This is an optimization exercise on Yosys and OpenROAD, whose aim is small area and a short achievable clock period, not a production implementation.
Only simulation tests tie the RTL to the original design; equivalence was not proved.
The flow treats the clock pin as an ideal source, which a real chip does not have.
Power is estimated from default activity; no workload was simulated.

===== design/flow/config.mk =====
export PLATFORM = sky130hd
export DESIGN_NAME = spu_wb_collector
export DESIGN_NICKNAME = spu_wb_collector
export VERILOG_FILES = /design/flow/design.v
export SDC_FILE = /design/flow/constraint.sdc
export NUM_CORES = 4
export LEC_CHECK = 0
export CAP_MARGIN = 20
export CORE_MARGIN = 2
export CORE_UTILIZATION = 65
export SETUP_SLACK_MARGIN = 3.1
export SLEW_MARGIN = 20
export TNS_END_PERCENT = 0

===== design/flow/constraint.sdc =====
create_clock -name core_clock -period 5.5 [get_ports {clk}]
set_input_delay 1.1000 -clock core_clock [delete_from_list [all_inputs] [get_ports {clk}]]
set_output_delay 1.1000 -clock core_clock [all_outputs]
set_load 0.01 [all_outputs]

===== design/flow/design.v =====
module spu_wb_collector #(
  parameter int DATA_W   = 128,
  parameter int DEPTH    = 16,
  parameter int STALL_TH = 4,
  localparam int RECW    = DATA_W + 8,
  localparam int AW      = $clog2(DEPTH),
  localparam int CW      = $clog2(DEPTH) + 1
) (
  input  logic              clk,
  input  logic              rst,
  input  logic              wb_valid_ep,
  input  logic [6:0]        wb_rt_addr_ep,
  input  logic [DATA_W-1:0] wb_data_ep,
  input  logic              wb_valid_op,
  input  logic [6:0]        wb_rt_addr_op,
  input  logic [DATA_W-1:0] wb_data_op,
  output logic              out_valid,
  input  logic              out_ready,
  output logic [RECW-1:0]   out_rec,
  output logic [CW-1:0]     count,
  output logic              stall_issue,
  output logic              overflow,
  output logic [15:0]       drop_cnt
);
  localparam int MS = DEPTH - 1;    
  localparam int NB = 3;            
  localparam int ST = DEPTH - STALL_TH;   
  logic [MS-1:0]    wr_oh_q, rd_oh_q;
  logic [CW-1:0]    count_q;
  logic [DEPTH:0]   occ_q;          
  logic             nonempty_q, stall_q;
  logic             overflow_q;
  logic [15:0]      drop_cnt_q;
  logic [RECW-1:0]  head_q;
  logic [RECW-1:0]  mem_q [MS];
  logic             full, c15, c0, c1, pop;
  logic             ok_wr, ok_wr1;
  logic             acc_ep, acc_op, drop_ep, drop_op;
  logic             dm1, d0, d1, d2;
  logic [DEPTH:0]   ge;
  logic [CW-1:0]    count_d;
  logic [DEPTH:0]   occ_d;
  logic             nonempty_d, stall_d;
  logic [15:0]      drop_p1, drop_p2, drop_d;
  logic             take_head, head_en, sel_a, sel_hep, sel_hop;
  logic [RECW-1:0]  rec_ep, rec_op, head_d;
  logic [MS-1:0]    rd_sel;
  logic [NB-1:0]    wr_bank;
  logic [RECW-1:0]  bank_d [NB];
  logic [MS-1:0]    we;
  assign rec_ep = {1'b0, wb_rt_addr_ep, wb_data_ep};
  assign rec_op = {1'b1, wb_rt_addr_op, wb_data_op};
  always_comb begin
    c0        = occ_q[0];
    c1        = occ_q[1];
    c15       = occ_q[DEPTH-1];
    full      = occ_q[DEPTH];
    for (int k = 0; k <= DEPTH; k++) begin
      ge[k] = 1'b0;
      for (int j = k; j <= DEPTH; j++) ge[k] = ge[k] | occ_q[j];
    end
    pop       = ~c0 & out_ready;
    ok_wr     = ~full | out_ready;                  
    ok_wr1    = ~(full | c15) | (c15 & out_ready);  
    acc_ep    = wb_valid_ep & ok_wr;
    acc_op    = wb_valid_op & (wb_valid_ep ? ok_wr1 : ok_wr);
    drop_ep   = wb_valid_ep & ~acc_ep;
    drop_op   = wb_valid_op & ~acc_op;
    dm1       = pop & ~acc_ep & ~acc_op;
    d2        = ~pop & acc_ep & acc_op;
    d1        = pop ? (acc_ep & acc_op) : (acc_ep ^ acc_op);
    d0        = ~(dm1 | d1 | d2);
    count_d   = ({CW{dm1}} & (count_q - CW'(1))) | ({CW{d0}} & count_q) |
                ({CW{d1}}  & (count_q + CW'(1))) | ({CW{d2}} & (count_q + CW'(2)));
    occ_d     = ({(DEPTH+1){dm1}} & (occ_q >> 1)) | ({(DEPTH+1){d0}} & occ_q) |
                ({(DEPTH+1){d1}}  & (occ_q << 1)) | ({(DEPTH+1){d2}} & (occ_q << 2));
    nonempty_d = ~((dm1 & c1) | (d0 & c0));
    stall_d   = (dm1 & ge[ST+1]) | (d0 & ge[ST]) | (d1 & ge[ST-1]) | (d2 & ge[ST-2]);
    drop_p1   = (&drop_cnt_q) ? drop_cnt_q : drop_cnt_q + 16'd1;
    drop_p2   = (&drop_cnt_q[15:1]) ? 16'hFFFF : drop_cnt_q + 16'd2;
    drop_d    = (drop_ep & drop_op) ? drop_p2 : (drop_ep | drop_op) ? drop_p1 : drop_cnt_q;
    take_head = c0 | (c1 & out_ready);
    head_en   = c0 | out_ready;
    sel_hep   = take_head & wb_valid_ep;
    sel_hop   = take_head & ~wb_valid_ep;
    rd_sel    = rd_oh_q & {MS{~c0 & ~c1}};
    sel_a     = wb_valid_ep & ~take_head;
    for (int b = 0; b < NB; b++) begin
      wr_bank[b] = 1'b0;
      for (int e = b; e < MS; e += NB) wr_bank[b] = wr_bank[b] | wr_oh_q[e];
      bank_d[b] = (wr_bank[b] & sel_a) ? rec_ep : rec_op;
    end
    for (int e = 0; e < MS; e++)
      we[e] = (wr_oh_q[e] & ok_wr) | (wr_oh_q[(e + MS - 1) % MS] & ok_wr1);
    head_d = (rec_ep & {RECW{sel_hep}}) | (rec_op & {RECW{sel_hop}});
    for (int e = 0; e < MS; e++)
      head_d = head_d | (mem_q[e] & {RECW{rd_sel[e]}});
  end
  always_ff @(posedge clk or negedge rst) begin
    if (!rst) begin
      wr_oh_q    <= MS'(1);
      rd_oh_q    <= MS'(1);
      count_q    <= '0;
      occ_q      <= (DEPTH+1)'(1);
      nonempty_q <= 1'b0;
      stall_q    <= 1'b0;
      overflow_q <= 1'b0;
      drop_cnt_q <= '0;
    end else begin
      case ({acc_ep | acc_op, acc_ep & acc_op, take_head})
        3'b100, 3'b111: wr_oh_q <= {wr_oh_q[MS-2:0], wr_oh_q[MS-1]};
        3'b110:         wr_oh_q <= {wr_oh_q[MS-3:0], wr_oh_q[MS-1:MS-2]};
        default:        wr_oh_q <= wr_oh_q;
      endcase
      if (out_ready & ~c0 & ~c1) rd_oh_q <= {rd_oh_q[MS-2:0], rd_oh_q[MS-1]};
      count_q    <= count_d;
      occ_q      <= occ_d;
      nonempty_q <= nonempty_d;
      stall_q    <= stall_d;
      overflow_q <= overflow_q | drop_ep | drop_op;
      drop_cnt_q <= drop_d;
    end
  end
  always_ff @(posedge clk) begin
    if (head_en) head_q <= head_d;
  end
  for (genvar e = 0; e < MS; e++) begin : g_slot
    always_ff @(posedge clk) begin
      if (we[e]) mem_q[e] <= bank_d[e % NB];
    end
  end
  assign out_valid   = nonempty_q;
  assign out_rec     = head_q;
  assign count       = count_q;
  assign stall_issue = stall_q;
  assign overflow    = overflow_q;
  assign drop_cnt    = drop_cnt_q;
endmodule

===== design/flow/flow/run.sh =====
#!/bin/bash
# Standard ORFS layout, except that the port buffers buffer_ports inserts are plain buf_1
# cells instead of the tool's default pick (a slow delay-buffer cell).
set -euo pipefail
export BUFFER_PORTS_ARGS="-buffer_cell sky130_fd_sc_hd__buf_1"
bash standard.sh finish > flow_standard.log 2>&1

===== design/flow/standard.sh =====
#!/bin/bash
# synth_recipe.tcl (not shown) runs the flow's synth.tcl, then flattens the netlist and writes it again
# the make line also repeats each setting of config.mk as NAME=value (left out here)
make -C /OpenROAD-flow-scripts/flow DESIGN_CONFIG=/design/flow/config.mk WORK_HOME=/design/flow/orfs CLKGATE_MAP_FILE= SYNTH_SCRIPT=/design/flow/synth_recipe.tcl "${@:-finish}"

==> results of run 1 <==
worst max-delay path, stage by stage, from the launching register on:
cell	delay, ps
dfrtp_1	520
nor2_4	360
buf_12	380
and2_4	680
buf_4	330
a222oi_1	140
nand2_1	130
report_power, final:
part | switching, uW | internal [uW] | total, uW
clock | 6340 | 8640 | 15000
combinational | 3310 | 917 | 4230
sequential | 949 | 22700 | 23700
placed cells by master, fill, tap and decap left out, types with 53 or more instances in the layout:
cell type / Yosys / layout
a22oi_1: 681 / 681
a222oi_1: 257 / 257
buf_1: 22 / 429
o21ai_0: 168 / 165
mux2_2: 413 / 413
clkbuf_16: 0 / 225
clkinv_1: 0 / 54
buf_4: 33 / 80
mux2_1: 120 / 120
nand3_1: 262 / 262
clkinv_2: 0 / 53
nand2_1: 190 / 190
edfxtp_1: 2176 / 2176
repair_timing:
item                       4_1_cts  5_1_grt
gates resized for setup         40       15
pin swaps                        7        1
setup buffers                   15       10
setup endpoints to repair     4452     3732
hold buffers                     0        0
gates cloned                     8        2
final timing paths:
kind                                to  slack (ps)
hold reg to reg             overflow_q         470
max in group asynchronous   rd_oh_q[1]        4350
min in group core_clock     overflow_q         470
setup / recovery           head_q[122]        2780
hold / removal              count_q[2]         420
setup reg to reg           head_q[122]        2780
state kept, by name, summed over array words and instances, names as in the netlist:
signal and count:
stall_q 1, wr_oh_q 15, mem_q 2040, count_q 5, nonempty_q 1, occ_q 17
rd_oh_q 15, overflow_q 1, drop_cnt_q 16, head_q 136
through the flow:
step	hold WS [ps]	total power [uW]
3_5_place_dp	454	27900
2_1_floorplan	485	25600
4_1_cts	472	42700
5_1_grt	496	43800
6_report	422	42900
3_3_place_gp	450	27800
cell families after synthesis:
family / synth area share
muxes: 0.0724
adders and majority gates: 0.00140
and+or+nand+nor: 0.0302
xor gates and xnor gates: 0.000200
DFF: 0.767
AOI/OAI and AO/OA: 0.110
buffers and inverters: 0.0188
layer usage:
metal  vias up  GRT usage  part of all wire
met2      5009      0.629              0.46
met4        38      0.137             0.034
li1      21848          -                 -
met1     28116      0.586              0.36
met5         -          0           0.00094
met3       651     0.0993              0.15
final cells by class:
| cell class | instances | area (sq um) |
|---|---|---|
| sequential | 2247 | 67200 |
| fill | 8040 | 34200 |
| multi-input combinational | 2369 | 19000 |
| clock buffer | 259 | 5720 |
| timing repair buffer | 593 | 3830 |
| tap | 1768 | 2210 |
| clock inverter | 146 | 1410 |
| antenna | 18 | 45.0 |
| inverter | 9 | 33.8 |
==> run notes, run 1 <==
- Final net count: 5,719
- R2R Path Start: occ_q[1]
- Synthesized flop and latch total: 2,247
- Routed len/inst: 38.3 microns
- Hold Fails Final Rpt: 0
- Total CTS buffers: between 200 and 250
- Final wirelength: roughly 280 mm
- H-tree Lvls: 4
- CTS tree: done
- CTS clock-pin slew for the worst setup and hold paths: 60 ps
- Ports: 435
- Crit path DAT: about 3400 ps
- Syn_nets: 5,259
- Dpl cells: 6,951
- Initial Util: 0.655
- Detailed Routing Iterations Pass 1: 9
- Worst Skew: 27.5 ps
- Worst r2r path cells: 6
- Placed cell area: 91,600 sq um
- Pin count of the biggest net entering global routing: 79
- Least-Margin Pin Slew: 1150 ps
- Final HPWL DP: about 140 mm
- Clk Latency, worst-skew pair: approximately 850 ps
- FMAX: about 370 MHz
- Gr usage total: 0.410
- Ranking of synthesized cells by area: edfxtp_1 75%, a22oi_1 5.8%, mux2_2 5.3%
- Vias per cell: 7.51
- Initial DRC Count: around 10,000
- Final cell count without fillers: 7,409
- Setup TNS: 0 ps
- Yosys warning count: 3
- Die area: 138,000 sq um
- Via count: 55,662
- Die Wd: 371 microns
- Layout Utilization: 0.744
- First-pass GRT wire length: a little under 400 mm
- # setup viols final: 0
- Status: no timing/DRC/antenna violations
- # DRC: 0
- Worst Setup SP: occ_q[1]
- CP Class: flip-flop to flip-flop
- RSZ-0062 raised after global routing: true
- Cells after Synth: 4,975
- Kind of start point of the critical path: flip-flop
- Vias in the first global route: roughly 54,000
- Rows: 134
- Core footprint: roughly 130,000 sq um
- Worst Setup End Kind: flip-flop
- Peak supply drop: 0.000370 V
- Leakage: 0.0349 uW
- Gpl congestion: 0.856
- Overflow after GRT: 0
- Slew Viols, Final: 0
- Share of cells above drive strength 1: 0.172
- Post-route ant nets: 0
- CP max FO: 46
- Die height: 371 microns
- Req. time, crit path: 6180 ps
- Final period util: 0.494
- Max_cap viols: 0
- Yosys cell types: 70
- Register area share after synthesis: 0.767
- Final worst slack: 2780 ps
- Largest area contributor in the netlist: edfxtp_1
- HP Class: input pin to async pin
- Initial antenna violation count: 43
- Final Cell Area: 99,400 sq um
- Post-synth EDFFs: 2,176
- Top cell type's share of synthesized area: 0.747
- Setup WS pre-CTS: 1320 ps
- CTS Root Cell: clkbuf_16
- Clock sink total: between 2,000 and 2,500
- Rel. slew slack: 0.231
- I/O Buffers: 434
- Mapped cell area: 87,500 sq um
- Top-count cell post-synth: edfxtp_1
- Synthesis-to-finish area growth: 13.6%
- Post-synthesis async set-or-reset flop share: 0.0316
- Power density cells: 431 nW/um^2
- Avg Inst Size Synth: 17.6 sq um
- Top FF cell, synth: edfxtp_1
- Commonest cells post-synth: 2,176 x edfxtp_1, 681 x a22oi_1, 413 x mux2_2
- Clock period minus worst slack: 2720 ps
- Clk buf depth: 3
==> inputs of run 2 (changes only) <==
--- a/design/flow/config.mk
+++ b/design/flow/config.mk
@@ -10,2 +10,4 @@
 export CORE_UTILIZATION = 65
+export CTS_CLUSTER_DIAMETER = 90
+export CTS_CLUSTER_SIZE = 25
 export SETUP_SLACK_MARGIN = 3.1
==> run 2 against run 1 <==
Critical path type unchanged. Non-clock buffer count rose by 32. Clock skew fell by 2.0 ps. Largest power group unchanged. Via count fell by 0.57%. Count of clock-buffer cells in the layout fell by 140. Critical path depth fell by 2. Sequential cell count did not move. Combinational power rose by 5%. Sequential share of layout area rose by 2.6 points. Register-to-register slack barely moved. First-iteration DRC count rose by 9.3%. Cell count fell by 3.1%. Sequential power barely moved.
==> run notes, run 2 <==
- Status: no timing/DRC/antenna violations (unchanged)
- I/O Buffers: 434 (unchanged)
- Rel. slew slack: 0.230 (was 0.231)
- Max_cap viols: 0 (unchanged)
- CP Class: flip-flop to flip-flop (unchanged)
- Ranking of synthesized cells by area: edfxtp_1 75%, a22oi_1 5.8%, mux2_2 5.3% (unchanged)
- CTS clock-pin slew for the worst setup and hold paths: 100 ps (was 60 ps)
- Top FF cell, synth: edfxtp_1 (unchanged)
- Post-synthesis xor/xnor area fraction: 0.000200 (unchanged)
- Max reg flops: 2,040 (unchanged)
- Ports: 435 (unchanged)
- Gpl congestion: 0.856 (unchanged)
- Rows: 134 (unchanged)
- Largest register by flop count: mem_q (unchanged)
- RSZ-0062 raised after global routing: true (unchanged)
- Power density cells: 382 nW/um^2 (was 431 nW/um^2)
- Clk Latency, worst-skew pair: 760 ps (was 850 ps)
- Post-route ant nets: 0 (unchanged)
- # setup viols final: 0 (unchanged)
- Hold_ws: 476 ps (was 422 ps)
- Clk buf depth: 3 (unchanged)
- Gr usage total: 0.408 (was 0.410)
- Clock sink total: 2,247 (unchanged)
- Syn_nets: 5,259 (unchanged)
- Mapped cell area: 87,500 sq um (unchanged)
- Hold Fails Final Rpt: 0 (unchanged)
- Clock period minus worst slack: 2720 ps (about the same)
- Layout Utilization: 0.717 (was 0.744)
- Leakage: 0.0330 uW (was 0.0349 uW)
- Synthesis-to-finish area growth: 9.41% (was 13.6%)
- Final wirelength: 292 mm (was 284 mm)
- Peak supply drop: 0.000289 V (was 0.000370 V)
- Flip-flop and latch area: 67,200 sq um (about the same)
- Compound-Gate Fraction of Synth Area: 0.110 (unchanged)
- Register area share after synthesis: 0.767 (unchanged)
- Detailed Routing Iterations Pass 1: 8 (was 9)
- Total CTS buffers: 99 (was 215)
- Fill cells: 8,441 (was 8,040)
- Vias in the first global route: 52,251 (was 53,576)
- # DRC: 0 (unchanged)
- CTS Root Cell: clkbuf_16 (unchanged)
- Final period util: 0.495 (was 0.494)
- CTS Hold Bufs: 0 (unchanged)
- CP max FO: 28 (was 46)
- Top cell type's share of synthesized area: 0.747 (unchanged)
- Yosys cell types: 70 (unchanged)
- Main combinational cell family by area after synthesis: compound AO/OA/AOI/OAI gates (unchanged)
- Initial DRC Count: 11,146 (was 10,199)
- Largest area contributor in the netlist: edfxtp_1 (unchanged)
- Avg Inst Size Synth: 17.6 sq um (unchanged)
- Post-synth EDFFs: 2,176 (unchanged)
- First-pass GRT wire length: 393 mm (was 396 mm)
- Final net count: 5,648 (was 5,719)
- FMAX: 367 MHz (was 368 MHz)
- Die area: 138,000 sq um (unchanged)
- Initial antenna violation count: 44 (was 43)
- Post-synthesis async set-or-reset flop share: 0.0316 (unchanged)
- Pin count of the biggest net entering global routing: 79 (unchanged)
- Synth Area in Simple Gates: 0.0302 (unchanged)
- Synthesized flop and latch total: 2,247 (unchanged)
- Share of cells above drive strength 1: 0.151 (was 0.172)
- Setup TNS: 0 ps (unchanged)
- Die Wd: 371 microns (unchanged)
- Synthesized-area fraction occupied by adder cells: 0.00140 (unchanged)
- Crit path DAT: 3300 ps (was 3400 ps)
- Final HPWL DP: 145 mm (unchanged)
- R2R Path Start: rd_oh_q[11] (was occ_q[1])
- Initial Util: 0.655 (unchanged)
- Cells after Synth: 4,975 (unchanged)
- Biggest regs: mem_q: 2040 flops, head_q: 136 flops, occ_q: 17 flops (unchanged)
- Slew Viols, Final: 0 (unchanged)
- Die height: 371 microns (unchanged)
- Most common cell after layout, fill and taps aside: edfxtp_1 (unchanged)
- Req. time, crit path: 6080 ps (was 6180 ps)
- Worst Setup SP: rd_oh_q[11] (was occ_q[1])
- R2R Path End: head_q[5] (was head_q[122])
- Vias per cell: 7.71 (was 7.51)
- Worst Skew: 25.5 ps (was 27.5 ps)
- HP Class: input pin to async pin (unchanged)
- H-tree Lvls: 3 (was 4)
- Multi-input combinational cell area: 19,100 sq um (was 19,000 sq um)
- R2r setup slk: 2780 ps (about the same)
- Commonest cells after routing, fill and taps aside: 2,176 x edfxtp_1, 681 x a22oi_1, 430 x buf_1 (was 2,176 x edfxtp_1, 681 x a22oi_1, 429 x buf_1)
- Top-count cell post-synth: edfxtp_1 (unchanged)
- Least-Margin Pin Slew: 1150 ps (about the same)
- Worst Setup End Kind: flip-flop (unchanged)
- Kind of start point of the critical path: flip-flop (unchanged)
- CTS tree: done (unchanged)
- Worst r2r path cells: 4 (was 6)
- Via count: 55,343 (was 55,662)
- Routed len/inst: 40.6 microns (was 38.3 microns)
- Overflow after GRT: 0 (unchanged)
- Mux cell area share after synthesis: 0.0724 (unchanged)
- Core footprint: 134,000 sq um (unchanged)
- Yosys warning count: 3 (unchanged)
- Commonest cells post-synth: 2,176 x edfxtp_1, 681 x a22oi_1, 413 x mux2_2 (unchanged)
run 2: kinds of logic after synthesis:
family / after synthesis
buffers and inverters: 362
AOI/OAI and AO/OA: 1247
adders and majority gates: 10
muxes: 565
DFF: 2247
and+or+nand+nor: 542
xor gates and xnor gates: 2
run 2: area by class of cell:
class,count,area share
sequential,2247,0.702
multi-input combinational,2382,0.200
timing repair buffer,625,0.0463
clock buffer,119,0.0273
tap,1768,0.0231
clock inverter,5,0.000614
antenna,22,0.000575
inverter,9,0.000353
run 2: timing repair:
item | CTS | global route
pin swaps | 8 | 4
gates cloned | 12 | 22
endpoints found under the hold margin | 0 | 0
gates resized for setup | 54 | 25
setup endpoints to repair | 4431 | 3917
buffers inserted | 29 | 17
run 2: power by group:
group | internal (uW) | switching, uW
sequential | 22700 | 982
combinational | 989 | 3440
clock | 3380 | 5070
run 2: worst max-delay path, cell delays in order (launching register included):
cell	delay, ps
dfrtp_4	840
buf_4	580
and2_4	620
a222oi_1	140
nand2_1	260
run 2: through the flow:
step | power, uW | cell area [sq um] | worst slack, ps | std cells
finish | 36500 | 95800 | 2780 | 7177
global placement | 27800 | 91600 | 1410 | 6951
detailed placement | 27900 | 91600 | 1320 | 6951
CTS | 36100 | 95100 | 2880 | 7116
floorplan | 25600 | 87700 | 2370 | 4975
global route | 37300 | 95700 | 2780 | 7161
run 2: metal layers:
layer  GRT usage  wire [microns]
met1       0.587          101000
met2       0.629          131000
met3      0.0950           46500
met4       0.128           12700
met5           0             242
run 2: worst max-delay path by stage:
stage                          end  slack [ps]  depth (start not counted)
finish                   head_q[5]        2780                          4
global route        mem_q[12][104]        2780                          5
CTS                    out_rec[46]        2880                          1
detailed placement      count_q[3]        1320                          9
global placement        nonempty_q        1410                          9
floorplan                occ_q[10]        2370                         13
==> inputs of run 3 (changes only) <==
--- a/design/flow/design.v
+++ b/design/flow/design.v
@@ -85,3 +85,3 @@
     sel_hop   = take_head & ~wb_valid_ep;
-    rd_sel    = rd_oh_q & {MS{~c0 & ~c1}};
+    rd_sel    = rd_oh_q & {MS{~c0 & ~c1 & out_ready}};
     sel_a     = wb_valid_ep & ~take_head;
@@ -94,3 +94,3 @@
       we[e] = (wr_oh_q[e] & ok_wr) | (wr_oh_q[(e + MS - 1) % MS] & ok_wr1);
-    head_d = (rec_ep & {RECW{sel_hep}}) | (rec_op & {RECW{sel_hop}});
+    head_d = (rec_ep & {RECW{sel_hep}}) | (rec_op & {RECW{sel_hop}}) | (head_q & {RECW{~head_en}});
     for (int e = 0; e < MS; e++)
@@ -124,3 +124,3 @@
   always_ff @(posedge clk) begin
-    if (head_en) head_q <= head_d;
+    head_q <= head_d;
   end
==> run 3 against run 2 <==
Still clean. Die area increased by 0.39%. Clock power increased by 2.7%. Via count increased by 1.8%. Clock skew decreased by 1.6 ps. Wire length increased by 0.78%. Fmax increased by 0.86%. Hold slack got worse by 79 ps. Combinational power about the same. Cell count increased by 3.8%. Critical path type is now input pin to flip-flop. Critical endpoint is now mem_q[9][115]. Largest power group unchanged. Highest routed layer unchanged.
==> run notes, run 3 <==
- Die area: 138,000 sq um (about the same)
- Status: no timing/DRC/antenna violations (unchanged)
- Post-route ant nets: 0 (unchanged)
- # DRC: 0 (unchanged)
- Kind of start point of the critical path: input pin (was flip-flop)
- Total CTS buffers: 100 (was 99)
- Final wirelength: 294 mm (was 292 mm)
- Register area share after synthesis: 0.748 (was 0.767)
- Least-Margin Pin Slew: 1250 ps (was 1150 ps)
- Peak supply drop: 0.000335 V (was 0.000289 V)
- Top-count cell post-synth: edfxtp_1 (unchanged)
- Initial DRC Count: 9,872 (was 11,146)
- Critical path cell sequence: clkbuf_4 -> nand2b_4 -> and2_4 -> a22o_4 -> buf_16 (was buf_4 -> and2_4 -> a222oi_1 -> nand2_1)
- Final worst slack: 2800 ps (was 2780 ps)
- Share of cells above drive strength 1: 0.151 (about the same)
- Clock period minus worst slack: 2700 ps (was 2720 ps)
- Setup WS pre-CTS: 1680 ps (was 1320 ps)
- CTS tree: done (unchanged)
- Synthesized flop and latch total: 2,247 (unchanged)
- # setup viols final: 0 (unchanged)
- CTS Root Cell: clkbuf_16 (unchanged)
- FMAX: 371 MHz (was 367 MHz)
- Max reg flops: 2,040 (unchanged)
- Cells after Synth: 5,174 (was 4,975)
- Hold Fails Final Rpt: 0 (unchanged)
- Post-synthesis async set-or-reset flop share: 0.0316 (unchanged)
- First-pass GRT wire length: 404 mm (was 393 mm)
- Worst Setup End Kind: flip-flop (unchanged)
- Most common cell after layout, fill and taps aside: edfxtp_1 (unchanged)
- Avg Inst Size Synth: 17.0 sq um (was 17.6 sq um)
- Initial Util: 0.657 (was 0.655)
- Final HPWL DP: 142 mm (was 145 mm)
- CP Class: input pin to flip-flop (was flip-flop to flip-flop)
- Final period util: 0.491 (was 0.495)
- Clk Latency, worst-skew pair: 780 ps (was 760 ps)
- Ranking of synthesized cells by area: edfxtp_1 70%, mux2_2 5.2%, a22oi_1 3.9% (was edfxtp_1 75%, a22oi_1 5.8%, mux2_2 5.3%)
- Crit path DAT: 3090 ps (was 3300 ps)
- Synthesis-to-finish area growth: 10.4% (was 9.41%)
- RSZ-0062 raised after global routing: true (unchanged)
- Clk buf depth: 3 (unchanged)
- Detailed Routing Iterations Pass 1: 10 (was 8)
- Die height: 372 microns (was 371 microns)
- Overflow after GRT: 0 (unchanged)
- Slew Viols, Final: 0 (unchanged)
- Initial antenna violation count: 73 (was 44)
- H-tree Lvls: 3 (unchanged)
- Mapped cell area: 87,900 sq um (was 87,500 sq um)
- Dpl cells: 7,123 (was 6,951)
- CP max-delay cell: a22o_4 (was dfrtp_4)
- Leakage: 0.0325 uW (was 0.0330 uW)
- Core footprint: 134,000 sq um (about the same)
- Final cell count without fillers: 7,453 (was 7,177)
- Yosys warning count: 3 (unchanged)
- HP Class: input pin to async pin (unchanged)
- Layout Utilization: 0.725 (was 0.717)
- Largest register by flop count: mem_q (unchanged)
- Commonest cells after routing, fill and taps aside: 2,040 x edfxtp_1, 461 x a22oi_1, 431 x buf_1 (was 2,176 x edfxtp_1, 681 x a22oi_1, 430 x buf_1)
- Top FF cell, synth: edfxtp_1 (unchanged)
- Rel. slew slack: 0.165 (was 0.230)
- Final net count: 5,853 (was 5,648)
- Rows: 134 (unchanged)
- Largest area contributor in the netlist: edfxtp_1 (unchanged)
- Worst Skew: 23.9 ps (was 25.5 ps)
- Clock sink total: 2,247 (unchanged)
- Top cell type's share of synthesized area: 0.697 (was 0.747)
- Req. time, crit path: 5900 ps (was 6080 ps)
- Vias per cell: 7.56 (was 7.71)
- Yosys cell types: 68 (was 70)
- Ports: 435 (unchanged)
- Gpl congestion: 0.835 (was 0.856)
- Setup TNS: 0 ps (unchanged)
- Commonest cells post-synth: 2,040 x edfxtp_1, 461 x a22oi_1, 407 x mux2_2 (was 2,176 x edfxtp_1, 681 x a22oi_1, 413 x mux2_2)
- Die Wd: 372 microns (was 371 microns)
- Gr usage total: 0.422 (was 0.408)
- Vias in the first global route: 53,486 (was 52,251)
- CTS clock-pin slew for the worst setup and hold paths: 100 ps (about the same)
- Power density cells: 376 nW/um^2 (was 382 nW/um^2)
- I/O Buffers: 434 (unchanged)
- Slowest stage delay, CP: 520 ps (was 840 ps)
- Post-synth EDFFs: 2,040 (was 2,176)
- Biggest regs: mem_q: 2040 flops, head_q: 136 flops, occ_q: 17 flops (unchanged)
- Max_cap viols: 0 (unchanged)
- Via count: 56,357 (was 55,343)
- Routed len/inst: 39.4 microns (was 40.6 microns)
- CP max FO: 63 (was 28)
- Pin count of the biggest net entering global routing: 76 (was 79)
- Syn_nets: 5,458 (was 5,259)
## run 3: cell count changes in the layout (fill, tap and decap cells not counted), moves of 82 or more
cell      before   now
a221oi_1      18   178
a222oi_1     257   141
a22oi_1      681   461
a31oi_1        5    87
dfxtp_1        0   129
edfxtp_1    2176  2040
mux2_1       118     7
mux2i_1       30   123
nand3_1      262    40
nand4_1       17   105
nor2b_1        1   137
o2111a_1       1    97
## run 3: timing repair
action                                  4_1_cts  5_1_grt
setup buffers                                56       17
endpoints found under the setup margin     3816     4012
gates resized for setup                      86       34
hold buffers                                  0        0
pin swaps                                    17        3
gates cloned                                 35        4
## run 3: final cells by class
cell class | count | area (sq um)
antenna | 45 | 113
timing repair buffer | 655 | 5100
multi-input combinational | 2555 | 20800
fill | 8355 | 36800
inverter | 10 | 37.5
clock inverter | 9 | 144
tap | 1768 | 2210
clock buffer | 164 | 2760
sequential | 2247 | 65800
## run 3: final timing paths
kind	startpoint	end	slack [ps]	depth (start not counted)
max	out_ready	mem_q[9][115]	2800	5
min	rst	wr_oh_q[14]	400	1
max reg2reg	occ_q[0]	head_q[71]	2880	8
min reg2reg	mem_q[4][16]	head_q[16]	470	2
max in group asynchronous	rst	rd_oh_q[12]	4170	2
min in group core_clock	mem_q[4][16]	head_q[16]	470	2
## run 3: routing by layer
| layer | GRT usage | vias to the layer above | wire (microns) | share of wire |
|---|---|---|---|---|
| li1 | - | 22335 | - | - |
| met1 | 0.575 | 28287 | 100000 | 0.34 |
| met2 | 0.635 | 4864 | 132000 | 0.45 |
| met3 | 0.121 | 821 | 45600 | 0.16 |
| met4 | 0.194 | 50 | 15500 | 0.053 |
| met5 | 0 | - | 445 | 0.0015 |
## run 3: critical path: cells and delay by family
kind	cells	cell delay, ps
compound gates	1	520
simple gates	2	630
buf+inv	2	710
## run 3: per-stage QoR
stage	instance area (sq um)	hold WS, ps	total power (uW)
2_1_floorplan	88100	442	25400
4_1_cts	96600	388	36300
6_report	97000	397	36500
3_3_place_gp	92000	449	27500
3_5_place_dp	92000	459	27700
5_1_grt	97000	431	37300
## run 3: kinds of logic after synthesis
family	Yosys count	share of synthesized area
xor gates and xnor gates	2	0.000199
muxes	537	0.0671
AOI/OAI and AO/OA	1375	0.124
and+or+nand+nor	616	0.0379
DFF	2247	0.748
adders and majority gates	9	0.00128
buffers and inverters	388	0.0215
## run 3: where the power goes
part	total (uW)	leakage, uW	internal, uW	switching, uW
registers	23300	0.0226	22500	862
logic	4460	0.00853	993	3470
clock network	8680	0.00138	3510	5170
==> inputs of run 4 (changes only) <==
--- a/design/flow/design.v
+++ b/design/flow/design.v
@@ -49,3 +49,3 @@
   logic [RECW-1:0]  bank_d [NB];
-  logic [MS-1:0]    we;
+  logic [MS-1:0]    we, we_rdy, we_nrdy;
   assign rec_ep = {1'b0, wb_rt_addr_ep, wb_data_ep};
@@ -92,4 +92,7 @@
     end
-    for (int e = 0; e < MS; e++)
-      we[e] = (wr_oh_q[e] & ok_wr) | (wr_oh_q[(e + MS - 1) % MS] & ok_wr1);
+    for (int e = 0; e < MS; e++) begin
+      we_rdy[e]  = wr_oh_q[e] | (wr_oh_q[(e + MS - 1) % MS] & ~full);
+      we_nrdy[e] = ~full & (wr_oh_q[e] | (wr_oh_q[(e + MS - 1) % MS] & ~c15));
+      we[e]      = out_ready ? we_rdy[e] : we_nrdy[e];
+    end
     head_d = (rec_ep & {RECW{sel_hep}}) | (rec_op & {RECW{sel_hop}}) | (head_q & {RECW{~head_en}});
==> design/flow/flow/run.sh (replaced) <==
#!/bin/bash
# Standard ORFS layout with two changes:
# - the port buffers buffer_ports inserts are plain buf_1 cells instead of the tool's default
#   pick (a slow delay-buffer cell);
# - before CTS, flow/up_outputs.tcl gives each output port's buffer and the flip-flop driving
#   it a stronger drive (same cell types, larger sizes), which repair_timing does not do itself.
set -euo pipefail
here=$(pwd)
export BUFFER_PORTS_ARGS="-buffer_cell sky130_fd_sc_hd__buf_1"
export PRE_CTS_TCL="$here/flow/up_outputs.tcl"
bash standard.sh finish > flow_standard.log 2>&1
==> design/flow/flow/up_outputs.tcl (new file) <==
# Upsize each output port's buffer and the flip-flop that drives it (drive strength only).
proc my_drv_inst {net} {
  foreach it [$net getITerms] {
    if {[$it isOutputSignal]} { return [$it getInst] }
  }
  return ""
}
set my_db [ord::get_db]
set my_block [ord::get_db_block]
foreach bt [$my_block getBTerms] {
  if {[$bt getIoType] ne "OUTPUT"} { continue }
  set b [my_drv_inst [$bt getNet]]
  if {$b eq ""} { continue }
  set bm [[$b getMaster] getName]
  if {![string match "sky130_fd_sc_hd__buf_*" $bm]} { continue }
  $b swapMaster [$my_db findMaster sky130_fd_sc_hd__buf_2]
  set in_net ""
  foreach it [$b getITerms] {
    if {[$it isInputSignal]} { set in_net [$it getNet] }
  }
  if {$in_net eq ""} { continue }
  set f [my_drv_inst $in_net]
  if {$f eq ""} { continue }
  set fm [[$f getMaster] getName]
  if {[regexp {^(sky130_fd_sc_hd__(dfxtp|dfrtp|dfstp))_[0-9]+$} $fm -> base]} {
    $f swapMaster [$my_db findMaster ${base}_4]
  }
}
==> run 4 against run 3 <==
Setup slack gained 80 ps. Still clean. Highest routed layer unchanged. Register-to-register slack gained 30 ps. Combinational power grew 12%. Utilization shrank 0.20 points. Non-clock buffer count shrank 5.
==> run notes, run 4 <==
- Synthesized flop and latch total: 2,247 (unchanged)
- Final Cell Area: 97,600 sq um (was 97,000 sq um)
- Final net count: 5,845 (was 5,853)
- Tot Pwr: 36,200 uW (was 36,500 uW)
- Biggest regs: mem_q: 2040 flops, head_q: 136 flops, occ_q: 17 flops (unchanged)
- Detailed Routing Iterations Pass 1: 8 (was 10)
- Max_cap viols: 0 (unchanged)
- Die height: 372 microns (about the same)
- Gr usage total: 0.412 (was 0.422)
- Top-count cell post-synth: edfxtp_1 (unchanged)
- Clock period minus worst slack: 2620 ps (was 2700 ps)
- Synthesis-to-finish area growth: 10.7% (was 10.4%)
- # DRC: 0 (unchanged)
- Rows: 135 (was 134)
- Delay-heaviest family, CP: buffers and inverters (unchanged)
- Clock sink total: 2,247 (unchanged)
- Crit path buffers/inverters: 3 (was 2)
- CP max FO: 62 (was 63)
- Worst Skew: 26.2 ps (was 23.9 ps)
- Flip-flop and latch area: 66,400 sq um (was 65,800 sq um)
- Largest area contributor in the netlist: edfxtp_1 (unchanged)
- Req. time, crit path: 5900 ps (about the same)
- Largest register by flop count: mem_q (unchanged)
- Avg Inst Size Synth: 17.1 sq um (was 17.0 sq um)
- Rel. slew slack: 0.249 (was 0.165)
- Crit path DAT: 3020 ps (was 3090 ps)
- Commonest cells post-synth: 2,040 x edfxtp_1, 394 x a22oi_1, 388 x mux2_2 (was 2,040 x edfxtp_1, 461 x a22oi_1, 407 x mux2_2)
- FMAX: 382 MHz (was 371 MHz)
- Cells after Synth: 5,164 (was 5,174)
- Vias per cell: 7.49 (was 7.56)
- Power density cells: 371 nW/um^2 (was 376 nW/um^2)
- Least-Margin Pin Slew: 1130 ps (was 1250 ps)
- CP most frequent cell: buf_8
- Via count: 55,888 (was 56,357)
- Top cell type's share of synthesized area: 0.695 (was 0.697)
- CTS tree: done (unchanged)
- Kind of start point of the critical path: input pin (unchanged)
- Final period util: 0.476 (was 0.491)
- Critical path cell sequence: buf_8 -> buf_8 -> o21a_4 -> buf_12 (was clkbuf_4 -> nand2b_4 -> and2_4 -> a22o_4 -> buf_16)
- RSZ-0062 raised after global routing: true (unchanged)
- Slowest stage delay, CP: 540 ps (was 520 ps)
- Die area: 139,000 sq um (was 138,000 sq um)
- Top FF cell, synth: edfxtp_1 (unchanged)
- Pin count of the biggest net entering global routing: 92 (was 76)
- Share of cells above drive strength 1: 0.203 (was 0.151)
- Post-route ant nets: 0 (unchanged)
- Final worst slack: 2880 ps (was 2800 ps)
- Initial Util: 0.653 (was 0.657)
- Die Wd: 372 microns (about the same)
- Setup TNS: 0 ps (unchanged)
- CP max-delay cell: o21a_4 (was a22o_4)
- Yosys warning count: 3 (unchanged)
- Post-synth EDFFs: 2,040 (unchanged)
- Final wirelength: 292 mm (was 294 mm)
- Dpl cells: 7,139 (was 7,123)
- Commonest cells after routing, fill and taps aside: 2,040 x edfxtp_1, 394 x a22oi_1, 389 x mux2_2 (was 2,040 x edfxtp_1, 461 x a22oi_1, 431 x buf_1)
- Final cell count without fillers: 7,459 (was 7,453)
- Total CTS buffers: 100 (unchanged)
- Core footprint: 135,000 sq um (was 134,000 sq um)
- Mapped cell area: 88,100 sq um (was 87,900 sq um)
- Hold Fails Final Rpt: 0 (unchanged)
- Most common cell after layout, fill and taps aside: edfxtp_1 (unchanged)
- Status: no timing/DRC/antenna violations (unchanged)
- # setup viols final: 0 (unchanged)
- Multi-input combinational cell area: 20,800 sq um (about the same)
- Setup WS pre-CTS: 1490 ps (was 1680 ps)
- I/O Buffers: 434 (unchanged)
- Final HPWL DP: 139 mm (was 142 mm)
- Yosys cell types: 71 (was 68)
- Slew Viols, Final: 0 (unchanged)
- Initial DRC Count: 9,436 (was 9,872)
- CP Class: input pin to flip-flop (unchanged)
- First-pass GRT wire length: 399 mm (was 404 mm)
- Gpl congestion: 0.839 (was 0.835)
- Clk Latency, worst-skew pair: 780 ps (about the same)
- Worst Setup End Kind: flip-flop (unchanged)
- Initial antenna violation count: 69 (was 73)
- Post-synthesis async set-or-reset flop share: 0.0316 (unchanged)
- Syn_nets: 5,448 (was 5,458)
- Placed cell area: 92,100 sq um (was 92,000 sq um)
- Fill cells: 8,479 (was 8,355)
- Vias in the first global route: 52,982 (was 53,486)
- Ports: 435 (unchanged)
- Leakage: 0.0340 uW (was 0.0325 uW)
- CTS Hold Bufs: 0 (unchanged)
- HP Class: input pin to async pin (unchanged)
- Register area share after synthesis: 0.746 (was 0.748)
- Ranking of synthesized cells by area: edfxtp_1 70%, mux2_2 5.0%, a22oi_1 3.4% (was edfxtp_1 70%, mux2_2 5.2%, a22oi_1 3.9%)
- Peak supply drop: 0.000363 V (was 0.000335 V)
- CTS clock-pin slew for the worst setup and hold paths: 100 ps (about the same)
- Overflow after GRT: 0 (unchanged)
- Routed len/inst: 39.2 microns (was 39.4 microns)
- Max reg flops: 2,040 (unchanged)
run 4: through the flow:
step / util / hold WS [ps]
after floorplan: - / 428
after global placement: 0.682 / 442
after detailed placement: 0.682 / 450
after CTS: 0.719 / 215
after global routing: 0.723 / 230
final: 0.723 / 243
run 4: kinds of logic (layout without fill, tap and decap cells):
logic type,after synthesis,count (layout),share of synthesized area
other,0,38,0
and+or+nand+nor,587,596,0.0373
AOI/OAI and AO/OA,1402,1408,0.126
buffers and inverters,397,857,0.0241
muxes,521,522,0.0650
DFF,2247,2247,0.746
adders and majority gates,10,10,0.00139
run 4: layout make-up:
type,instances,area share
Tap cell,1781,0.0228
Multi-Input combinational cell,2536,0.213
Clock inverter,7,0.00108
Clock buffer,174,0.0294
Inverter,26,0.00100
Timing Repair Buffer,650,0.0515
Sequential cell,2247,0.680
Antenna cell,38,0.000975
run 4: power breakdown:
group / switching, uW / leakage [uW] / total [uW] / internal, uW
clock: 5180 / 0.00141 / 8820 / 3640
combinational: 3160 / 0.00900 / 4990 / 1830
sequential: 902 / 0.0236 / 22400 / 21500
total: 9240 / 0.0340 / 36200 / 27000
run 4: final timing paths:
| check | from | to | slack (ps) | cells past startpoint |
|---|---|---|---|---|
| setup / recovery | out_ready | mem_q[5][62] | 2880 | 4 |
| hold / removal | rst | drop_cnt_q[9] | 240 | 1 |
| setup reg to reg | occ_q[16] | mem_q[12][117] | 2910 | 4 |
| hold reg to reg | mem_q[7][101] | head_q[101] | 460 | 2 |
| max in group asynchronous | rst | count_q[0] | 4170 | 2 |
| min in group core_clock | mem_q[7][101] | head_q[101] | 460 | 2 |
run 4: what timing repair did:
item,CTS,global route
cloned,25,9
setup buffers,42,25
pin swaps,16,8
gates resized for setup,58,37
endpoints found under the setup margin,3643,3298
run 4: routing by layer:
layer / wire length [microns] / vias to the layer above / GRT usage
met5: 439 / - / 0
met4: 11600 / 66 / 0.136
met3: 43200 / 706 / 0.109
met2: 133000 / 4510 / 0.632
met1: 104000 / 28356 / 0.581
li1: - / 22250 / -
==> inputs of run 5 (changes only) <==
--- a/design/flow/config.mk
+++ b/design/flow/config.mk
@@ -9,3 +9,3 @@
 export CORE_MARGIN = 2
-export CORE_UTILIZATION = 65
+export CORE_UTILIZATION = 72
 export CTS_CLUSTER_DIAMETER = 90
==> run 5 against run 4 <==
Still clean. Combinational power is 3% lower. Synthesized cell count is the same. Fmax decreased by 9.1%. Clock skew grew 2.1 ps. Utilization increased by 7.1 points. Critical path depth stayed put. Hold slack gained 220 ps. Sequential power hardly changed. Critical endpoint is now mem_q[12][88].
==> run notes, run 5 <==
- Status: no timing/DRC/antenna violations (unchanged)
- Register area share after synthesis: 0.746 (unchanged)
- FMAX: 347 MHz (was 382 MHz)
- Final net count: 5,796 (was 5,845)
- Avg Inst Size Synth: 17.1 sq um (unchanged)
- Routed len/inst: 38.8 microns (was 39.2 microns)
- Rows: 128 (was 135)
- Via count: 56,361 (was 55,888)
- RSZ-0062 raised after global routing: true (unchanged)
- Hold Fails Final Rpt: 0 (unchanged)
- Pin count of the biggest net entering global routing: 134 (was 92)
- Main combinational cell family by area after synthesis: compound AO/OA/AOI/OAI gates (unchanged)
- Syn_nets: 5,448 (unchanged)
- Commonest cells after routing, fill and taps aside: 2,040 x edfxtp_1, 394 x a22oi_1, 389 x mux2_2 (unchanged)
- Final HPWL DP: 136 mm (was 139 mm)
- I/O Buffers: 434 (unchanged)
- Fill cells: 6,605 (was 8,479)
- Die area: 125,000 sq um (was 139,000 sq um)
- CTS Hold Bufs: 0 (unchanged)
- Compound-Gate Fraction of Synth Area: 0.126 (unchanged)
- Overflow after GRT: 0 (unchanged)
- Post-route ant nets: 0 (unchanged)
- Clock sink total: 2,247 (unchanged)
- Top cell type's share of synthesized area: 0.695 (unchanged)
- Yosys warning count: 3 (unchanged)
- Worst Skew: 28.4 ps (was 26.2 ps)
- Crit path DAT: 3270 ps (was 3020 ps)
- Setup TNS: 0 ps (unchanged)
- CP max FO: 25 (was 62)
- First-pass GRT wire length: 394 mm (was 399 mm)
- # DRC: 0 (unchanged)
- Kind of start point of the critical path: flip-flop (was input pin)
- Core footprint: 122,000 sq um (was 135,000 sq um)
- Layout Utilization: 0.794 (was 0.723)
- CP Class: flip-flop to flip-flop (was input pin to flip-flop)
- Gr usage total: 0.445 (was 0.412)
- Biggest regs: mem_q: 2040 flops, head_q: 136 flops, occ_q: 17 flops (unchanged)
- Top-count cell post-synth: edfxtp_1 (unchanged)
- # setup viols final: 0 (unchanged)
- Clock period minus worst slack: 2880 ps (was 2620 ps)
- Leakage: 0.0335 uW (was 0.0340 uW)
- Max reg flops: 2,040 (unchanged)
- Synth Area in Simple Gates: 0.0373 (unchanged)
- Mapped cell area: 88,100 sq um (unchanged)
- Rel. slew slack: 0.232 (was 0.249)
- Yosys cell types: 71 (unchanged)
- Top FF cell, synth: edfxtp_1 (unchanged)
- Die Wd: 354 microns (was 372 microns)
- Initial DRC Count: 10,883 (was 9,436)
- CTS tree: done (unchanged)
- Mux cell area share after synthesis: 0.0650 (unchanged)
- Max_cap viols: 0 (unchanged)
- CP most frequent cell: buf_4 (was buf_8)
- Worst Setup End Kind: flip-flop (unchanged)
- CTS clock-pin slew for the worst setup and hold paths: 100 ps (about the same)
- Vias per cell: 7.77 (was 7.49)
- Peak supply drop: 0.000300 V (was 0.000363 V)
- Post-synthesis xor/xnor area fraction: 0 (unchanged)
- Req. time, crit path: 5890 ps (was 5900 ps)
- Vias in the first global route: 54,471 (was 52,982)
- Synthesis-to-finish area growth: 9.52% (was 10.7%)
- Initial antenna violation count: 72 (was 69)
- Detailed Routing Iterations Pass 1: 10 (was 8)
- Cells after Synth: 5,164 (unchanged)
- Post-synth EDFFs: 2,040 (unchanged)
- Die height: 354 microns (was 372 microns)
- Ranking of synthesized cells by area: edfxtp_1 70%, mux2_2 5.0%, a22oi_1 3.4% (unchanged)
- Slowest stage delay, CP: 640 ps (was 540 ps)
- Least-Margin Pin Slew: 1150 ps (was 1130 ps)
- Clk Latency, worst-skew pair: 750 ps (was 780 ps)
- Largest area contributor in the netlist: edfxtp_1 (unchanged)
- Synthesized-area fraction occupied by adder cells: 0.00139 (unchanged)
- Final period util: 0.524 (was 0.476)
- Initial Util: 0.725 (was 0.653)
- Share of cells above drive strength 1: 0.196 (was 0.203)
- R2R Path Start: occ_q[16] (unchanged)
- Gpl congestion: 0.826 (was 0.839)
- Critical path cell sequence: buf_4 -> a21oi_1 -> o21a_4 -> buf_4 (was buf_8 -> buf_8 -> o21a_4 -> buf_12)
- Slew Viols, Final: 0 (unchanged)
- CP max-delay cell: o21a_4 (unchanged)
- Total CTS buffers: 99 (was 100)
- Final wirelength: 281 mm (was 292 mm)
- Synthesized flop and latch total: 2,247 (unchanged)
- Ports: 435 (unchanged)
- Post-synthesis async set-or-reset flop share: 0.0316 (unchanged)
- Largest register by flop count: mem_q (unchanged)
- Most common cell after layout, fill and taps aside: edfxtp_1 (unchanged)
- Power density cells: 373 nW/um^2 (was 371 nW/um^2)
- Worst Setup SP: occ_q[16] (was out_ready)
- Commonest cells post-synth: 2,040 x edfxtp_1, 394 x a22oi_1, 388 x mux2_2 (unchanged)
- HP Class: input pin to async pin (unchanged)
run 5: cell counts after synthesis:
Identical to the previous run, type by type.
run 5: cell type report:
class / instances / area, sq um / share of cell area
Multi-Input combinational cell: 2540 / 20800 / 0.215
Inverter: 26 / 97.6 / 0.00101
Clock buffer: 172 / 2830 / 0.0293
Sequential cell: 2247 / 66400 / 0.688
Timing Repair Buffer: 598 / 4250 / 0.0440
Clock inverter: 4 / 53.8 / 0.000557
Tap cell: 1625 / 2030 / 0.0211
Antenna cell: 46 / 115 / 0.00119
run 5: metal layers:
| layer | global-route usage | wire length [microns] | vias to the layer above |
|---|---|---|---|
| met5 | 0 | 404 | - |
| met4 | 0.205 | 13800 | 62 |
| met3 | 0.120 | 47000 | 889 |
| met2 | 0.677 | 129000 | 5399 |
| met1 | 0.611 | 91000 | 27844 |
| li1 | - | - | 22167 |
run 5: logic make-up after synthesis:
| family | Yosys count |
|---|---|
| muxes | 521 |
| adders and majority gates | 10 |
| AOI/OAI and AO/OA | 1402 |
| DFF | 2247 |
| and+or+nand+nor | 587 |
| buffers and inverters | 397 |
run 5: power breakdown:
group          internal (uW)  switching [uW]
Clock                   3540            5070
Sequential             21500             989
Combinational           1770            3070
run 5: path summary, 6_finish.rpt:
path                                 endpoint  cells after the start  slack, ps
worst max-delay path            mem_q[12][88]                      4       2620
worst min-delay path            drop_cnt_q[6]                      1        470
worst max register to register  mem_q[12][88]                      4       2620
worst min register to register    head_q[135]                      1        470
max in group asynchronous           occ_q[15]                      1       4280
min in group core_clock           head_q[135]                      1        470
run 5: worst max-delay path: cells and delay by family (launching register included):
family / cells / cell delay [ps]
AO/OA/AOI/OAI: 2 / 1070
buffers and inverters: 2 / 800
flip-flops: 1 / 580
run 5: through the flow:
step	instance area (sq um)	setup slack (ps)	hold WS, ps	std cells	power [uW]
after detailed placement	91700	1460	445	6971	27000
after CTS	96200	2790	468	7196	35700
after floorplan	88300	2310	428	5164	24800
after global routing	96500	2720	501	7244	36800
final	96500	2620	467	7258	36000
after global placement	91700	1550	438	6971	26800
run 5: timing repair:
action                                  in CTS  in global routing
pin swaps                                   21                  1
hold endpoints to repair                     0                  0
resized for setup                           55                 15
gates cloned                                25                  3
setup buffers                               24                 12
endpoints found under the setup margin    3962               3891
==> inputs of run 6 (changes only) <==
--- a/design/flow/config.mk
+++ b/design/flow/config.mk
@@ -9,3 +9,3 @@
 export CORE_MARGIN = 2
-export CORE_UTILIZATION = 72
+export CORE_UTILIZATION = 65
 export CTS_CLUSTER_DIAMETER = 90
@@ -14,2 +14,2 @@
 export SLEW_MARGIN = 20
-export TNS_END_PERCENT = 0
+export TNS_END_PERCENT = 10
==> run 6 against run 5 <==
Hold slack worse by 230 ps. Sequential power about the same. Cell count up 4.2%. Fmax up 11%. Wire length up 8.7%. Sequential cell count unchanged. Sequential share of layout area down 2.0 points. Clock skew down 3.6 ps. Design area up 3.0%. Utilization down 5.7 points. Via count up 1.4%.
==> run notes, run 6 <==
- Final HPWL DP: 139 mm (was 136 mm)
- Power density cells: 367 nW/um^2 (was 373 nW/um^2)
- # DRC: 0 (unchanged)
- Post-route ant nets: 0 (unchanged)
- Initial Util: 0.653 (was 0.725)
- Worst Skew: 24.8 ps (was 28.4 ps)
- Final wirelength: 306 mm (was 281 mm)
- Pin count of the biggest net entering global routing: 92 (was 134)
- Post-synthesis async set-or-reset flop share: 0.0316 (unchanged)
- Clock sink total: 2,247 (unchanged)
- Worst Setup End Kind: flip-flop (unchanged)
- CP Class: flip-flop to flip-flop (unchanged)
- Synth Area in Simple Gates: 0.0373 (unchanged)
- Critical path cell sequence: buf_4 -> a21oi_1 -> o21a_4 -> buf_12 (was buf_4 -> a21oi_1 -> o21a_4 -> buf_4)
- CTS clock-pin slew for the worst setup and hold paths: 100 ps (about the same)
- First-pass GRT wire length: 401 mm (was 394 mm)
- Compound-Gate Fraction of Synth Area: 0.126 (unchanged)
- Clk Latency, worst-skew pair: 780 ps (was 750 ps)
- Crit path DAT: 3030 ps (was 3270 ps)
- Req. time, crit path: 5940 ps (was 5890 ps)
- Post-synthesis xor/xnor area fraction: 0 (unchanged)
- Die Wd: 372 microns (was 354 microns)
- Synthesis-to-finish area growth: 12.9% (was 9.52%)
- Final net count: 5,942 (was 5,796)
- FMAX: 386 MHz (was 347 MHz)
- Vias per cell: 7.56 (was 7.77)
- Setup TNS: 0 ps (unchanged)
- Cells after Synth: 5,164 (unchanged)
- Ports: 435 (unchanged)
- Synthesized flop and latch total: 2,247 (unchanged)
- R2r setup slk: 2910 ps (was 2620 ps)
- Gr usage total: 0.415 (was 0.445)
- Top cell type's share of synthesized area: 0.695 (unchanged)
- Rel. slew slack: 0.222 (was 0.232)
- Clock period minus worst slack: 2590 ps (was 2880 ps)
- Max_cap viols: 0 (unchanged)
- Detailed Routing Iterations Pass 1: 8 (was 10)
- Max reg flops: 2,040 (unchanged)
- # setup viols final: 0 (unchanged)
- Yosys cell types: 71 (unchanged)
- RSZ-0062 raised after global routing: true (unchanged)
- Mux cell area share after synthesis: 0.0650 (unchanged)
- Commonest cells post-synth: 2,040 x edfxtp_1, 394 x a22oi_1, 388 x mux2_2 (unchanged)
- Placed cell area: 92,100 sq um (was 91,700 sq um)
- Mapped cell area: 88,100 sq um (unchanged)
- Rows: 135 (was 128)
- Leakage: 0.0349 uW (was 0.0335 uW)
- I/O Buffers: 434 (unchanged)
- Final period util: 0.472 (was 0.524)
- Syn_nets: 5,448 (unchanged)
- CP max-delay cell: o21a_4 (unchanged)
- Vias in the first global route: 53,066 (was 54,471)
- Hold_ws: 241 ps (was 467 ps)
- Largest area contributor in the netlist: edfxtp_1 (unchanged)
- Core footprint: 135,000 sq um (was 122,000 sq um)
- Slew Viols, Final: 0 (unchanged)
- Hold Fails Final Rpt: 0 (unchanged)
- Overflow after GRT: 0 (unchanged)
- Avg Inst Size Synth: 17.1 sq um (unchanged)
- Yosys warning count: 3 (unchanged)
- CTS tree: done (unchanged)
- Slowest stage delay, CP: 590 ps (was 640 ps)
- Main combinational cell family by area after synthesis: compound AO/OA/AOI/OAI gates (unchanged)
- Biggest regs: mem_q: 2040 flops, head_q: 136 flops, occ_q: 17 flops (unchanged)
- Largest register by flop count: mem_q (unchanged)
- Via count: 57,174 (was 56,361)
- Peak supply drop: 0.000364 V (was 0.000300 V)
- Top FF cell, synth: edfxtp_1 (unchanged)
- Least-Margin Pin Slew: 1170 ps (was 1150 ps)
- Top-count cell post-synth: edfxtp_1 (unchanged)
- Synthesized-area fraction occupied by adder cells: 0.00139 (unchanged)
- Die area: 139,000 sq um (was 125,000 sq um)
- Final Cell Area: 99,500 sq um (was 96,500 sq um)
- HP Class: input pin to async pin (unchanged)
- Kind of start point of the critical path: flip-flop (unchanged)
- Post-synth EDFFs: 2,040 (unchanged)
- Ranking of synthesized cells by area: edfxtp_1 70%, mux2_2 5.0%, a22oi_1 3.4% (unchanged)
- Initial antenna violation count: 68 (was 72)
- Register area share after synthesis: 0.746 (unchanged)
- Initial DRC Count: 10,104 (was 10,883)
- Total CTS buffers: 100 (was 99)
- Commonest cells after routing, fill and taps aside: 2,040 x edfxtp_1, 393 x a22oi_1, 391 x mux2_2 (was 2,040 x edfxtp_1, 394 x a22oi_1, 389 x mux2_2)
- CP max FO: 39 (was 25)
- Most common cell after layout, fill and taps aside: edfxtp_1 (unchanged)
- CTS Hold Bufs: 0 (unchanged)
- Gpl congestion: 0.839 (was 0.826)
- Routed len/inst: 40.5 microns (was 38.8 microns)
- Status: no timing/DRC/antenna violations (unchanged)
- Share of cells above drive strength 1: 0.224 (was 0.196)
- Die height: 372 microns (was 354 microns)
run 6: critical path: cells and delay by family (launching register included):
family,cells,cell delay (ps)
AOI/OAI and AO/OA,2,1050
buffers and inverters,2,560
DFF,1,580
run 6: path summary, 6_finish.rpt:
check                              startpoint            end  cells past startpoint
worst max-delay path                occ_q[15]  mem_q[13][98]                      4
worst min-delay path                      rst  drop_cnt_q[7]                      1
worst max register to register      occ_q[15]  mem_q[13][98]                      4
worst min register to register  mem_q[7][101]    head_q[101]                      2
max in group asynchronous                 rst       occ_q[1]                      2
min in group core_clock         mem_q[7][101]    head_q[101]                      2
run 6: power by group:
| part | internal [uW] | total, uW | switching, uW |
|---|---|---|---|
| logic | 1940 | 5200 | 3270 |
| clock network | 3640 | 8840 | 5200 |
| registers | 21500 | 22400 | 928 |
| total | 27100 | 36500 | 9390 |
run 6: through the flow:
stage	instances	setup WS [ps]	total power, uW	util
2_1_floorplan	5164	2310	24800	-
3_3_place_gp	7137	1510	26900	0.682
6_report	7561	2910	36500	0.737
4_1_cts	7396	2940	36100	0.720
3_5_place_dp	7139	1490	27100	0.682
5_1_grt	7543	2940	37400	0.737
run 6: cell families after synthesis:
family          count (synthesis)
buf+inv                       397
mux                           521
simple gates                  587
flops                        2247
fa+ha+maj                      10
compound gates               1402
run 6: routing by layer:
| layer | vias up | track usage | part of all wire |
|---|---|---|---|
| met5 | - | 0 | 0.0013 |
| met4 | 60 | 0.142 | 0.045 |
| met3 | 741 | 0.108 | 0.16 |
| met2 | 4984 | 0.634 | 0.45 |
| met1 | 28898 | 0.584 | 0.34 |
| li1 | 22491 | - | - |
run 6: final cells by class:
class | count | area, sq um
fill | 8244 | 35500
multi-input combinational | 2538 | 21100
tap | 1781 | 2230
antenna | 43 | 108
clock inverter | 7 | 105
inverter | 26 | 97.6
clock buffer | 174 | 2870
sequential | 2247 | 66400
timing repair buffer | 745 | 6610
run 6: repair_timing:
item                                     CTS  global route
setup buffers                             47            86
endpoints found under the setup margin  3643          2831
cloned                                    29            36
gates resized for setup                   66           149
pin swaps                                 17            42
==> inputs of run 7 (changes only) <==
--- a/design/flow/config.mk
+++ b/design/flow/config.mk
@@ -14,2 +14,2 @@
 export SLEW_MARGIN = 20
-export TNS_END_PERCENT = 10
+export TNS_END_PERCENT = 30
==> run 7 against run 6 <==
Count of clock-buffer cells in the layout did not move. Area after synthesis did not move. Critical path depth did not move. Die area did not move. Sequential share of layout area rose by 0.17 points. Total power barely moved. Register-to-register slack got worse by 70 ps. Cell count fell by 0.20%. Sequential cell count did not move. Largest power group unchanged. Design area fell by 0.25%. Global-route usage rose by 0.96 points. Still clean on timing, DRC and antenna.
==> run notes, run 7 <==
- Status: no timing/DRC/antenna violations (unchanged)
- CP max FO: 39 (unchanged)
- Pin count of the biggest net entering global routing: 92 (unchanged)
- Kind of start point of the critical path: flip-flop (unchanged)
- Top FF cell, synth: edfxtp_1 (unchanged)
- Most common cell after layout, fill and taps aside: edfxtp_1 (unchanged)
- Layout Utilization: 0.735 (was 0.737)
- Int Pwr: 27,100 uW (about the same)
- Ranking of synthesized cells by area: edfxtp_1 70%, mux2_2 5.0%, a22oi_1 3.4% (unchanged)
- Least-Margin Pin Slew: 1160 ps (was 1170 ps)
- HP Class: input pin to async pin (unchanged)
- Overflow after GRT: 0 (unchanged)
- Leakage: 0.0347 uW (was 0.0349 uW)
- Vias per cell: 7.57 (was 7.56)
- Final HPWL DP: 139 mm (unchanged)
- Slew Viols, Final: 0 (unchanged)
- Switch Pwr: 9380 uW (was 9390 uW)
- Final Cell Area: 99,200 sq um (was 99,500 sq um)
- Core footprint: 135,000 sq um (unchanged)
- I/O Buffers: 434 (unchanged)
- GRT met1 Usage: 0.590 (was 0.584)
- Clk Latency, worst-skew pair: 780 ps (about the same)
- Post-synth EDFFs: 2,040 (unchanged)
- Commonest cells post-synth: 2,040 x edfxtp_1, 394 x a22oi_1, 388 x mux2_2 (unchanged)
- Worst Setup End Kind: flip-flop (unchanged)
- Peak supply drop: 0.000364 V (about the same)
- Register area share after synthesis: 0.746 (unchanged)
- Top-count cell post-synth: edfxtp_1 (unchanged)
- Setup TNS: 0 ps (unchanged)
- CTS tree: done (unchanged)
- Yosys warning count: 3 (unchanged)
- Grt met2 use: 0.643 (was 0.634)
- Initial DRC Count: 10,337 (was 10,104)
- Logic pwr share: 0.142 (was 0.143)
- # setup viols final: 0 (unchanged)
- Detailed Routing Iterations Pass 1: 10 (was 8)
- Share of cells above drive strength 1: 0.218 (was 0.224)
- Rel. slew slack: 0.228 (was 0.222)
- Final wirelength: 306 mm (about the same)
- Final period util: 0.484 (was 0.472)
- Slowest stage delay, CP: 600 ps (was 590 ps)
- Cells after Synth: 5,164 (unchanged)
- Met3 Usage GRT: 0.123 (was 0.108)
- Initial Util: 0.653 (unchanged)
- Switch share: 0.257 (about the same)
- Commonest cells after routing, fill and taps aside: 2,040 x edfxtp_1, 393 x a22oi_1, 380 x mux2_2 (was 2,040 x edfxtp_1, 393 x a22oi_1, 391 x mux2_2)
- Flop pwr share: 0.615 (about the same)
- Syn_nets: 5,448 (unchanged)
- Flip-flop and latch area: 66,400 sq um (unchanged)
- Rows: 135 (unchanged)
- CTS Hold Bufs: 0 (unchanged)
- CP max-delay cell: o21a_4 (unchanged)
- Max reg flops: 2,040 (unchanged)
- RSZ-0062 raised after global routing: true (unchanged)
- Via count: 57,149 (was 57,174)
- Mapped cell area: 88,100 sq um (unchanged)
- Die Wd: 372 microns (unchanged)
- Multi-input combinational cell area: 21,000 sq um (was 21,100 sq um)
- Initial antenna violation count: 71 (was 68)
- Avg Inst Size Synth: 17.1 sq um (unchanged)
- Clock sink total: 2,247 (unchanged)
- Gr usage total: 0.424 (was 0.415)
- CP Class: flip-flop to flip-flop (unchanged)
- Top cell type's share of synthesized area: 0.695 (unchanged)
- Total CTS buffers: 100 (unchanged)
- Synthesis-to-finish area growth: 12.6% (was 12.9%)
- # DRC: 0 (unchanged)
- Clock period minus worst slack: 2660 ps (was 2590 ps)
- Hold_ws: 240 ps (was 241 ps)
- Clock share of power: 0.243 (was 0.242)
- Delay-heaviest family, CP: compound AO/OA/AOI/OAI gates (unchanged)
- Critical path cell sequence: clkbuf_4 -> a21oi_1 -> o21a_4 -> buf_12 (was buf_4 -> a21oi_1 -> o21a_4 -> buf_12)
- Synthesized flop and latch total: 2,247 (unchanged)
- FMAX: 376 MHz (was 386 MHz)
- Fill cells: 8,255 (was 8,244)
- Post-synthesis async set-or-reset flop share: 0.0316 (unchanged)
- Gpl congestion: 0.839 (unchanged)
- Largest area contributor in the netlist: edfxtp_1 (unchanged)
- Worst Skew: 24.5 ps (was 24.8 ps)
- Biggest regs: mem_q: 2040 flops, head_q: 136 flops, occ_q: 17 flops (unchanged)
- Gr busiest metal: met2 (unchanged)
- Yosys cell types: 71 (unchanged)
- First-pass GRT wire length: 408 mm (was 401 mm)
- Final net count: 5,919 (was 5,942)
- Hold Fails Final Rpt: 0 (unchanged)
- Routed len/inst: 40.5 microns (about the same)
- Power density cells: 368 nW/um^2 (was 367 nW/um^2)
- Die area: 139,000 sq um (unchanged)
- Largest register by flop count: mem_q (unchanged)
- Post-route ant nets: 0 (unchanged)
- Max_cap viols: 0 (unchanged)
- CTS clock-pin slew for the worst setup and hold paths: 100 ps (about the same)
- Ports: 435 (unchanged)
- Vias in the first global route: 53,469 (was 53,066)
- Req. time, crit path: 5940 ps (about the same)
- Crit path DAT: 3100 ps (was 3030 ps)
- Die height: 372 microns (unchanged)
- Crit path buffers/inverters: 2 (unchanged)
- Placed cell area: 92,100 sq um (unchanged)
==> run 7: cell counts after synthesis <==
No cell type changed its count.
==> run 7: timing repair <==
item,4_1_cts,5_1_grt
pin swaps,19,24
gates resized for setup,87,124
buffers inserted,63,49
endpoints found under the setup margin,3643,2470
gates cloned,39,24
==> run 7: cell type report <==
type                    count  share of cell area
inverters                  26            0.000984
repair buffers            721              0.0644
clock buffers             174              0.0289
well taps                1781              0.0225
multi-input cells        2539               0.212
clock inverters             7             0.00106
flip-flops and latches   2247               0.669
diodes                     51             0.00129
==> run 7: power by group through the flow <==
stage          clock [uW]  sequential, uW  combinational [uW]
5_1_grt              9350           22600                5420
3_3_place_gp            0           22500                4470
4_1_cts              8810           22400                4920
3_5_place_dp            0           22500                4530
2_1_floorplan           0           22400                2400
6_report             8850           22400                5190
==> run 7: cells by family after synthesis <==
logic type,Yosys count,share of synthesized area
adders and majority gates,10,0.00139
muxes,521,0.0650
buffers and inverters,397,0.0241
AOI/OAI and AO/OA,1402,0.126
and+or+nand+nor,587,0.0373
DFF,2247,0.746
==> run 7: final timing paths <==
kind / startpoint / endpoint / slack (ps) / depth (start not counted)
max reg2reg: occ_q[15] / mem_q[13][66] / 2840 / 4
min reg2reg: mem_q[7][101] / head_q[101] / 460 / 2
max: occ_q[15] / mem_q[13][66] / 2840 / 4
min: rst / drop_cnt_q[7] / 240 / 1
min in group core_clock: mem_q[7][101] / head_q[101] / 460 / 2
max in group asynchronous: rst / occ_q[1] / 4180 / 2
==> run 7: through the flow <==
step	total power [uW]	cells	worst slack (ps)
floorplan	24800	5164	2310
global placement	26900	7137	1510
detailed placement	27100	7139	1490
CTS	36100	7422	2940
global route	37400	7519	2930
finish	36500	7546	2840
==> run 7: worst register-to-register path, delay by kind of cell (launching register included) <==
family,cells,cell delay (ps)
flops,1,560
buf+inv,2,630
compound gates,2,1110
==> run 7: metal layers <==
layer | vias to the layer above | wire length (microns)
li1 | 22429 | -
met1 | 28703 | 105000
met2 | 5082 | 136000
met3 | 869 | 50100
met4 | 66 | 14900
met5 | - | 430

## static timing again, ports no longer ideal
How much do the figures lean on ideal ports? The routed layouts below were timed once more, with nothing changed but the port constraints.
Step 1: set_driving_cell puts a clkbuf_16 on clk and a buf_2 on each other input, an assumption about the parent block.
Step 2 times the ports against the registers' clock, not the clock port: input delays grow and output delays shrink by t, the midpoint of the rising clock arrivals with the driver on.
Slacks: ideal / step 1 / step 2; pairs: ideal / step 1.
run | t, ns | setup WS [ns] | worst setup path at the end | pins driven straight from the clock port
run 1 | 0.919 | 2.781 / 2.736 / 2.016 | input to register | 1
run 2 | 0.845 | 2.778 / 2.778 / 2.033 | input to register | 1
run 3 | 0.853 | 2.802 / 2.816 / 2.008 | input to register | 1
run 4 | 0.843 | 2.882 / 2.897 / 2.067 | input to register | 1
run 5 | 0.825 | 2.620 / 2.620 / 1.881 | input to register | 1
run 6 | 0.844 | 2.907 / 2.899 / 2.157 | input to register | 1
run 7 | 0.845 | 2.838 / 2.838 / 2.128 | input to register | 1
After both steps setup and hold are still met in every run listed. The setup slack of run 4, which loses most, moves by +0.015 ns with the drivers and by -0.815 ns with both steps.
